This is an optimization exercise on Yosys and OpenROAD, whose aim is small area and a short achievable clock period, not a production implementation.
The RTL was checked by simulation tests, not by an equivalence proof against the original design.
The flow treats the clock pin as an ideal source, which a real chip does not have.
Power is estimated from default activity; no workload was simulated.

Design regfile_param, start of the top module:
module regfile_param #(
  parameter int DATA_W   = 32,
  parameter int ADDR_W   = 5,
  parameter int DEPTH    = 32,
  parameter int ZERO_REG = 1,
  parameter int BYPASS   = 1
) (
  input  logic             clk,
  input  logic             rst_n,
  input  logic             write,
  input  logic [ADDR_W-1:0] writeReg,
  input  logic [DATA_W-1:0] writeData,
  input  logic [DATA_W/8-1:0] writeMask,
  input  logic             readEn,
  input  logic [ADDR_W-1:0] readReg1,
  input  logic [ADDR_W-1:0] readReg2,
  input  logic             clearReq,
  output logic [DATA_W-1:0] readData1,
  output logic [DATA_W-1:0] readData2,
  output logic             busy,
  output logic             clearDone
);
  localparam int NB = DATA_W / 8;
  localparam int NT = DEPTH - 1;
  localparam int NG = (NT + 2) / 3;
  logic [ADDR_W-1:0]   cnt_reg;
  logic                busy_reg;
  logic                done_reg;
  logic [DATA_W-1:0]   byte_mask;
  logic [DATA_W-1:0]   wd_masked;
  logic [DEPTH-1:0]    valid;
  logic [DEPTH-1:0]    wr_hit;
  logic [DEPTH-1:0]    sel1;
  logic [DEPTH-1:0]    sel2;
  logic [DATA_W-1:0]   mem [DEPTH];
  logic [DATA_W-1:0]   rd1_next;
  logic [DATA_W-1:0]   rd2_next;
  logic [DATA_W-1:0]   rd1_reg;
  logic [DATA_W-1:0]   rd2_reg;
  logic                wr_commit;
  logic                byp1;
  logic                byp2;
  logic                rd_en;
  for (genvar gi = 0; gi < NB; gi++) begin : g_mask
    assign byte_mask[gi*8 +: 8] = {8{writeMask[gi]}};
  end
  assign wd_masked = writeData & byte_mask;
  assign wr_commit = write && !busy_reg && (writeReg != '0);
  assign valid[0]  = 1'b0;
  assign wr_hit[0] = 1'b0;
  assign mem[0]    = '0;
  for (genvar gi = 1; gi < DEPTH; gi++) begin : g_entry
    logic [DATA_W-1:0] q;
    logic [DATA_W-1:0] d;
    logic              v;
    assign wr_hit[gi] = wr_commit && (writeReg == ADDR_W'(gi));
    always_ff @(posedge clk or negedge rst_n) begin
      if (!rst_n) begin
        v <= 1'b0;
      end else if (busy_reg) begin
        v <= 1'b0;
      end else if (wr_hit[gi]) begin
        v <= 1'b1;
      end
    end
    for (genvar gb = 0; gb < NB; gb++) begin : g_byte
      logic en;
      logic enb;
      assign en  = wr_hit[gi] && (writeMask[gb] || !v);
      assign enb = !en;
      for (genvar k = 0; k < 8; k++) begin : g_bit
        rf_hold u_hold (
          .en (en),
          .enb(enb),
  ...
Size: roughly 3800 cells after synthesis, ~1100 flip-flops, ~44000 um^2 of cells after synthesis.
clock: 5.5 ns
lec_check: 0
cap_margin: 20
core_margin: 2
core_utilization: 25
place_density: 0.35
slew_margin: 20
synth_hierarchical: 1
synth_minimum_keep_size: 0
run.sh (not shown) runs the stock make flow with config.mk's settings and CLKGATE_MAP_FILE= SYNTH_SCRIPT=/design/flow/synth_recipe.tcl, a recipe that flattens the netlist after the stock synthesis.
Rerun with:
==> flow/flow/run.sh (new file) <==
#!/bin/bash
set -euo pipefail
bash standard.sh \
  "BUFFER_PORTS_ARGS=-buffer_cell sky130_fd_sc_hd__buf_2" \
  "CTS_ARGS=-sink_clustering_enable -repair_clock_nets -dont_use_dummy_load -sink_clustering_size 25 -sink_clustering_max_diameter 80" \
  finish > orfs_make.log 2>&1
==> flow/standard.sh (new file) <==
#!/bin/bash
# synth_recipe.tcl (not shown) runs the flow's synth.tcl, then flattens the netlist and writes it again
# the make line also repeats each setting of config.mk as NAME=value (left out here)
make -C /OpenROAD-flow-scripts/flow DESIGN_CONFIG=/design/flow/config.mk WORK_HOME=/design/flow/orfs CLKGATE_MAP_FILE= SYNTH_SCRIPT=/design/flow/synth_recipe.tcl "${@:-finish}"
--- a/flow/config.mk
+++ b/flow/config.mk
@@ -8,6 +8,7 @@
 export CAP_MARGIN = 20
 export CORE_MARGIN = 2
-export CORE_UTILIZATION = 25
-export PLACE_DENSITY = 0.35
+export CORE_UTILIZATION = 50
+export PLACE_DENSITY = 0.6
+export SETUP_SLACK_MARGIN = 2.8
 export SLEW_MARGIN = 20
 export SYNTH_HIERARCHICAL = 1
removed: flow/run.sh
Power falls by a quarter to a third.
Clock skew rises by 0.035 ns.
Via count fell slightly.
Routed wire length went down by a quarter to a third.


run 1:
The RTL this note starts from:
==> flow/design.v <==
module rf_hold (
  input  logic en,
  input  logic enb,
  input  logic d,
  input  logic q,
  output logic y
);
  assign y = (en & d) | (enb & q);
endmodule
module rf_aoi3 (
  input  logic s0, d0,
  input  logic s1, d1,
  input  logic s2, d2,
  output logic y
);
  assign y = ~((s0 & d0) | (s1 & d1) | (s2 & d2));
endmodule
module rf_nand2 (
  input  logic s0, d0,
  output logic y
);
  assign y = ~(s0 & d0);
endmodule
module rf_rdnext #(
  parameter int N = 11
) (
  input  logic [N-1:0] tn,
  input  logic         bw,
  input  logic         br,
  input  logic         hq,
  input  logic         wd,
  input  logic         q,
  output logic         y
);
  logic raw;
  assign raw = ~&tn;
  assign y   = (bw & wd) | (hq & q) | (br & raw);
endmodule
module rf_wen (
  input  logic hit_n,
  input  logic keep,
  output logic en,
  output logic enb
);
  assign en  = ~(hit_n | keep);
  assign enb = hit_n | keep;
endmodule
module regfile_param #(
  parameter int DATA_W   = 32,
  parameter int ADDR_W   = 5,
  parameter int DEPTH    = 32,
  parameter int ZERO_REG = 1,
  parameter int BYPASS   = 1
) (
  input  logic             clk,
  input  logic             rst_n,
  input  logic             write,
  input  logic [ADDR_W-1:0] writeReg,
  input  logic [DATA_W-1:0] writeData,
  input  logic [DATA_W/8-1:0] writeMask,
  input  logic             readEn,
  input  logic [ADDR_W-1:0] readReg1,
  input  logic [ADDR_W-1:0] readReg2,
  input  logic             clearReq,
  output logic [DATA_W-1:0] readData1,
  output logic [DATA_W-1:0] readData2,
  output logic             busy,
  output logic             clearDone
);
  localparam int NB = DATA_W / 8;
  localparam int NT = DEPTH - 1;
  localparam int NG = (NT + 2) / 3;
  logic [ADDR_W-1:0]   cnt_reg;
  logic                busy_reg;
  logic                busy_i;
  logic                done_reg;
  logic [DATA_W-1:0]   byte_mask;
  logic [DATA_W-1:0]   wd_masked;
  logic [DEPTH-1:0]    valid;
  logic [DEPTH-1:0]    wr_hit;
  logic [DEPTH-1:0]    sel1;
  logic [DEPTH-1:0]    sel2;
  logic [DATA_W-1:0]   mem [DEPTH];
  logic [DATA_W-1:0]   rd1_next;
  logic [DATA_W-1:0]   rd2_next;
  logic [DATA_W-1:0]   rd1_reg;
  logic [DATA_W-1:0]   rd2_reg;
  logic                wr_commit;
  logic                byp1;
  logic                byp2;
  logic                rd_en;
  for (genvar gi = 0; gi < NB; gi++) begin : g_mask
    assign byte_mask[gi*8 +: 8] = {8{writeMask[gi]}};
  end
  assign wd_masked = writeData & byte_mask;
  assign wr_commit = write && !busy_i && (writeReg != '0);
  logic       wr_ok;
  logic [3:0] wlo;
  logic [7:0] whi;
  assign wr_ok = write && !busy_i;
  for (genvar gi = 0; gi < 4; gi++) begin : g_wlo
    assign wlo[gi] = (writeReg[1:0] == 2'(gi));
  end
  for (genvar gi = 0; gi < 8; gi++) begin : g_whi
    assign whi[gi] = wr_ok && (writeReg[4:2] == 3'(gi));
  end
  assign valid[0]  = 1'b0;
  assign wr_hit[0] = 1'b0;
  assign mem[0]    = '0;
  for (genvar gi = 1; gi < DEPTH; gi++) begin : g_entry
    logic [DATA_W-1:0] q;
    logic [DATA_W-1:0] d;
    logic              v;
    logic              hit_n;
    assign hit_n      = !(wlo[gi % 4] && whi[gi / 4]);
    assign wr_hit[gi] = !hit_n;
    always_ff @(posedge clk or negedge rst_n) begin
      if (!rst_n) begin
        v <= 1'b0;
      end else if (busy_i) begin
        v <= 1'b0;
      end else if (wr_hit[gi]) begin
        v <= 1'b1;
      end
    end
    for (genvar gb = 0; gb < NB; gb++) begin : g_byte
      logic en;
      logic enb;
      rf_wen u_wen (
        .hit_n(hit_n),
        .keep (!writeMask[gb] && v),
        .en   (en),
        .enb  (enb)
      );
      for (genvar k = 0; k < 8; k++) begin : g_bit
        rf_hold u_hold (
          .en (en),
          .enb(enb),
          .d  (wd_masked[gb*8+k]),
          .q  (q[gb*8+k]),
          .y  (d[gb*8+k])
        );
      end
    end
    always_ff @(posedge clk) begin
      q <= d;
    end
    assign valid[gi] = v;
    assign mem[gi]   = q;
  end
  for (genvar gi = 0; gi < DEPTH; gi++) begin : g_sel
    assign sel1[gi] = valid[gi] && (readReg1 == ADDR_W'(gi));
    assign sel2[gi] = valid[gi] && (readReg2 == ADDR_W'(gi));
  end
  assign byp1  = wr_commit && (readReg1 == writeReg);
  assign byp2  = wr_commit && (readReg2 == writeReg);
  assign rd_en = readEn && !busy_i;
  for (genvar p = 0; p < 2; p++) begin : g_port
    logic [DEPTH-1:0]  sel;
    logic              byp;
    logic [DATA_W-1:0] q;
    logic [DATA_W-1:0] nxt;
    logic [NB-1:0]     bw;
    logic [NB-1:0]     br;
    assign sel = (p == 0) ? sel1 : sel2;
    assign byp = (p == 0) ? byp1 : byp2;
    assign q   = (p == 0) ? rd1_reg : rd2_reg;
    for (genvar b = 0; b < NB; b++) begin : g_ctl
      assign bw[b] = rd_en && byp && writeMask[b];
      assign br[b] = rd_en && !(byp && writeMask[b]);
    end
    for (genvar b = 0; b < DATA_W; b++) begin : g_bit
      logic [NG-1:0] tn;
      for (genvar g = 0; g < NG; g++) begin : g_term
        localparam int E0 = 1 + 3*g;
        if (E0 + 2 < DEPTH) begin : g_three
          rf_aoi3 u_aoi (
            .s0(sel[E0]),   .d0(mem[E0][b]),
            .s1(sel[E0+1]), .d1(mem[E0+1][b]),
            .s2(sel[E0+2]), .d2(mem[E0+2][b]),
            .y (tn[g])
          );
        end else begin : g_one
          rf_nand2 u_nand (
            .s0(sel[E0]), .d0(mem[E0][b]),
            .y (tn[g])
          );
        end
      end
      rf_rdnext #(.N(NG)) u_next (
        .tn(tn),
        .bw(bw[b/8]),
        .br(br[b/8]),
        .hq(!rd_en),
        .wd(writeData[b]),
        .q (q[b]),
        .y (nxt[b])
      );
    end
  end
  assign rd1_next = g_port[0].nxt;
  assign rd2_next = g_port[1].nxt;
  always_ff @(posedge clk or negedge rst_n) begin
    if (!rst_n) begin
      rd1_reg <= '0;
      rd2_reg <= '0;
    end else begin
      rd1_reg <= rd1_next;
      rd2_reg <= rd2_next;
    end
  end
  logic last;
  assign last = (cnt_reg == ADDR_W'(DEPTH - 1));
  always_ff @(posedge clk or negedge rst_n) begin
    if (!rst_n) begin
      cnt_reg  <= '0;
      busy_reg <= 1'b0;
      done_reg <= 1'b0;
    end else if (busy_reg) begin
      cnt_reg <= cnt_reg + 1'b1;
      if (last) begin
        busy_reg <= 1'b0;
        done_reg <= 1'b1;
      end
    end else if (done_reg) begin
      done_reg <= 1'b0;
    end else if (clearReq) begin
      busy_reg <= 1'b1;
    end
  end
  always_ff @(posedge clk or negedge rst_n) begin
    if (!rst_n) begin
      busy_i <= 1'b0;
    end else begin
      busy_i <= busy_i ? !last : (clearReq && !done_reg);
    end
  end
  assign readData1 = rd1_reg;
  assign readData2 = rd2_reg;
  assign busy      = busy_reg;
  assign clearDone = done_reg;
endmodule
==> flow/config.mk <==
export PLATFORM = sky130hd
export DESIGN_NAME = regfile_param
export DESIGN_NICKNAME = regfile_param
export VERILOG_FILES = /design/flow/design.v
export SDC_FILE = /design/flow/constraint.sdc
export NUM_CORES = 4
export LEC_CHECK = 0
export CAP_MARGIN = 20
export CORE_MARGIN = 2
export CORE_UTILIZATION = 50
export PLACE_DENSITY = 0.7
export SLEW_MARGIN = 20
export SYNTH_HIERARCHICAL = 1
export SYNTH_MINIMUM_KEEP_SIZE = 0
==> flow/constraint.sdc <==
create_clock -name core_clock -period 5.5 [get_ports {clk}]
set_input_delay 1.1000 -clock core_clock [delete_from_list [all_inputs] [get_ports {clk}]]
set_output_delay 1.1000 -clock core_clock [all_outputs]
set_load 0.01 [all_outputs]
standard.sh (not shown) runs the stock make flow with config.mk's settings and CLKGATE_MAP_FILE= SYNTH_SCRIPT=/design/flow/synth_recipe.tcl, a recipe that flattens the netlist after the stock synthesis.
==> flow/flow/run.sh <==
#!/bin/bash
set -euo pipefail
ARGS=(
  "BUFFER_PORTS_ARGS=-buffer_cell sky130_fd_sc_hd__buf_2"
  "CTS_ARGS=-sink_clustering_enable -repair_clock_nets -dont_use_dummy_load -sink_clustering_size 25 -sink_clustering_max_diameter 80"
)
RES=orfs/results/$FLOW_PLATFORM/regfile_param/base
bash standard.sh "${ARGS[@]}" cts > orfs_make_cts.log 2>&1
SIZE_ODB=$RES/4_cts.odb SIZE_SDC=$RES/4_cts.sdc SIZE_TARGET=2.6 SIZE_MAX_ADD=1500 \
  openroad -no_init -exit flow/size_step.tcl > size_cts.log 2>&1
bash standard.sh "${ARGS[@]}" finish > orfs_make_finish.log 2>&1
==> flow/flow/size_step.tcl <==
# Setup sizing pass run between ORFS stages on a placed (and clock-tree
# synthesised) database: upsize cells on the worst paths (size_lib.tcl),
# legalise the placement again, and write the database back in place.
set plat $::env(FLOW_HOME)/platforms/$::env(FLOW_PLATFORM)
foreach lib [glob $plat/lib/sky130_fd_sc_hd__tt_025C_1v80.lib] { read_liberty $lib }
read_db $::env(SIZE_ODB)
read_sdc $::env(SIZE_SDC)
source $plat/setRC.tcl
set_dont_use {sky130_fd_sc_hd__probe_p_8 sky130_fd_sc_hd__probec_p_8 sky130_fd_sc_hd__lpflow_*}
estimate_parasitics -placement
source [file dirname [info script]]/size_lib.tcl

set_propagated_clock [all_clocks]
annotate_wire_caps
puts "before: worst slack [sta::worst_slack_cmd max] area [rsz::design_area]"
size_loop $::env(SIZE_TARGET) 300 40 $::env(SIZE_MAX_ADD)
# back to the real constraints
read_sdc $::env(SIZE_SDC)
set_propagated_clock [all_clocks]
downsize_pass 0.15 0.8
detailed_placement
check_placement -verbose
estimate_parasitics -placement
puts "after: worst slack [sta::worst_slack_cmd max] area [rsz::design_area]"
report_checks -path_delay max -format full_clock_expanded -fields {fanout cap slew}
write_db $::env(SIZE_ODB)
Other scripts of this flow, unchanged in this note and not shown: flow/flow/size_lib.tcl
[inputs] run 2 vs run 1
- swapping 50 for 60 in CORE_UTILIZATION
diff --git a/flow/flow/run.sh b/flow/flow/run.sh
--- a/flow/flow/run.sh
+++ b/flow/flow/run.sh
@@ -9 +9 @@
-SIZE_ODB=$RES/4_cts.odb SIZE_SDC=$RES/4_cts.sdc SIZE_TARGET=2.6 SIZE_MAX_ADD=1500 \
+SIZE_ODB=$RES/4_cts.odb SIZE_SDC=$RES/4_cts.sdc SIZE_TARGET=2.6 SIZE_MAX_ADD=1500 SIZE_WIRE_SCALE=1.4 \
diff --git a/flow/flow/size_step.tcl b/flow/flow/size_step.tcl
--- a/flow/flow/size_step.tcl
+++ b/flow/flow/size_step.tcl
@@ -8,0 +9,7 @@
+# Size against signal wires somewhat heavier than the placement estimate
+# (met1 RC times SIZE_WIRE_SCALE), to leave room for the detours and vias
+# that routing adds.
+if {[info exists ::env(SIZE_WIRE_SCALE)]} {
+  set k $::env(SIZE_WIRE_SCALE)
+  set_wire_rc -signal -resistance [expr {8.929e-04 * $k}] -capacitance [expr {1.72375e-04 * $k}]
+}
--- outcome ---
The flow did not stop early for run 1: all stages ran, and the layout cleared the timing, DRC and antenna checks.
Run 2: all stages complete, timing, DRC and antenna checks passed
Summary of run 2 over run 1: data arrival time at the worst-slack endpoint went up 0.28 ns; part of the total power dissipated in the clock network dropped 0.8 points.
Proportion of cell area occupied by multi-input gates: run 2 vs run 1 up 0.20 points
Switching component of the power: run 2 vs run 1 — no meaningful difference
Run 2 vs. run 1: amount of wire on met3 after detailed routing grew by 7200 um; met2 wire length dropped 1.0%.
Relative to run 1, the worst hold slack across all endpoints of run 2 is higher by 0.16 ns.
[compare] base=run 1 new=run 2: HPWL after detailed placement held steady, fraction of the cycle the final worst path needs grew by 5.7 points.
As of run 2, aggregate routed wire length had risen by a few percent compared to run 1.
Here is what was changed in the inputs of run 3 compared with run 2.
- changing CORE_UTILIZATION from 60 to 50
- changing PLACE_DENSITY from 0.7 to 0.6
diff --git a/flow/flow/run.sh b/flow/flow/run.sh
--- a/flow/flow/run.sh
+++ b/flow/flow/run.sh
@@ -9 +9 @@
-SIZE_ODB=$RES/4_cts.odb SIZE_SDC=$RES/4_cts.sdc SIZE_TARGET=2.6 SIZE_MAX_ADD=1500 SIZE_WIRE_SCALE=1.4 \
+SIZE_ODB=$RES/4_cts.odb SIZE_SDC=$RES/4_cts.sdc SIZE_TARGET=2.6 SIZE_MAX_ADD=1500 \
diff --git a/flow/flow/size_step.tcl b/flow/flow/size_step.tcl
--- a/flow/flow/size_step.tcl
+++ b/flow/flow/size_step.tcl
@@ -9,7 +8,0 @@
-# Size against signal wires somewhat heavier than the placement estimate
-# (met1 RC times SIZE_WIRE_SCALE), to leave room for the detours and vias
-# that routing adds.
-if {[info exists ::env(SIZE_WIRE_SCALE)]} {
-  set k $::env(SIZE_WIRE_SCALE)
-  set_wire_rc -signal -resistance [expr {8.929e-04 * $k}] -capacitance [expr {1.72375e-04 * $k}]
-}
### Flow results
Multi-input logic portion of the cell area was higher in the run labelled run 2. Number of CTS-inserted buffers, run 3 and run 2: larger value in run 3. Die outline height went up by a little under 10% going from run 2 to run 3. Status | run 3 and run 2 | clean. Clock-buffer cell count sits higher in run 3 than in run 2. For the number of non-filler instances in the completed layout, run 3 came in about 3.7% higher than run 2 did.
Relative to run 3, the following input files were edited for run 4:
diff --git a/flow/flow/run.sh b/flow/flow/run.sh
--- a/flow/flow/run.sh
+++ b/flow/flow/run.sh
@@ -9 +9 @@
-SIZE_ODB=$RES/4_cts.odb SIZE_SDC=$RES/4_cts.sdc SIZE_TARGET=2.6 SIZE_MAX_ADD=1500 \
+SIZE_ODB=$RES/4_cts.odb SIZE_SDC=$RES/4_cts.sdc SIZE_TARGET=2.6 SIZE_MAX_ADD=1500 SIZE_WIRE_SCALE=1.8 \
diff --git a/flow/flow/size_step.tcl b/flow/flow/size_step.tcl
--- a/flow/flow/size_step.tcl
+++ b/flow/flow/size_step.tcl
@@ -8,0 +9,7 @@
+# Size against signal wires somewhat heavier than the placement estimate
+# (met1 RC times SIZE_WIRE_SCALE), to leave room for the detours and vias
+# that routing adds.
+if {[info exists ::env(SIZE_WIRE_SCALE)]} {
+  set k $::env(SIZE_WIRE_SCALE)
+  set_wire_rc -signal -resistance [expr {8.929e-04 * $k}] -capacitance [expr {1.72375e-04 * $k}]
+}
No run among run 3 and run 4 stopped early or left any final violation; all are clean. Looking at run 3 and run 4, the via count of the first global-routing pass is a wash. Between run 3 and run 4, wire length on met3 is higher for run 4, run 3 comes in under that. [compare] base=run 3 new=run 4: clock skew was more or less identical, slack of the critical path saw little to no change, number of vias in the routed layout flat. Run 3 and run 4 ended up with nearly the same overall power consumption. For run 3, the end point of the critical path was rd1_reg[8], unlike run 4, where it was rd2_reg[20].

port drivers added, routing unchanged:
No port has a modelled driver above. Below, the same layouts with a new extraction and two added sets of constraints. Step 1 assumes that a clkbuf_16 drives the clock port and a buf_2 every other input. Step 2 also shifts input and output timing later by t, the mid clock arrival at the registers, as if the neighbouring blocks saw the same clock. Slacks: ideal / step 1 / step 2; pairs: ideal / step 1.
run	t (ns)	setup WS [ns]	latest minus earliest clock arrival (ns)	worst slew at a driven data input, ns
the first run of note 1	0.887	1.393 / 1.461 / 0.575	0.035 / 0.035	0.11
the second run of note 1	0.719	2.499 / 2.466 / 1.747	0.066 / 0.065	0.16
run 1	0.752	2.514 / 2.562 / 1.809	0.097 / 0.097	0.08
run 2	0.726	2.199 / 2.232 / 1.507	0.061 / 0.061	0.05
run 3	0.740	2.579 / 2.566 / 1.825	0.053 / 0.053	0.13
run 4	0.750	2.579 / 2.574 / 1.824	0.053 / 0.052	0.13
After both steps setup and hold are still met in every run listed. The setup slack of the first run of note 1, which loses most, moves by +0.068 ns with the drivers and by -0.818 ns with both steps.
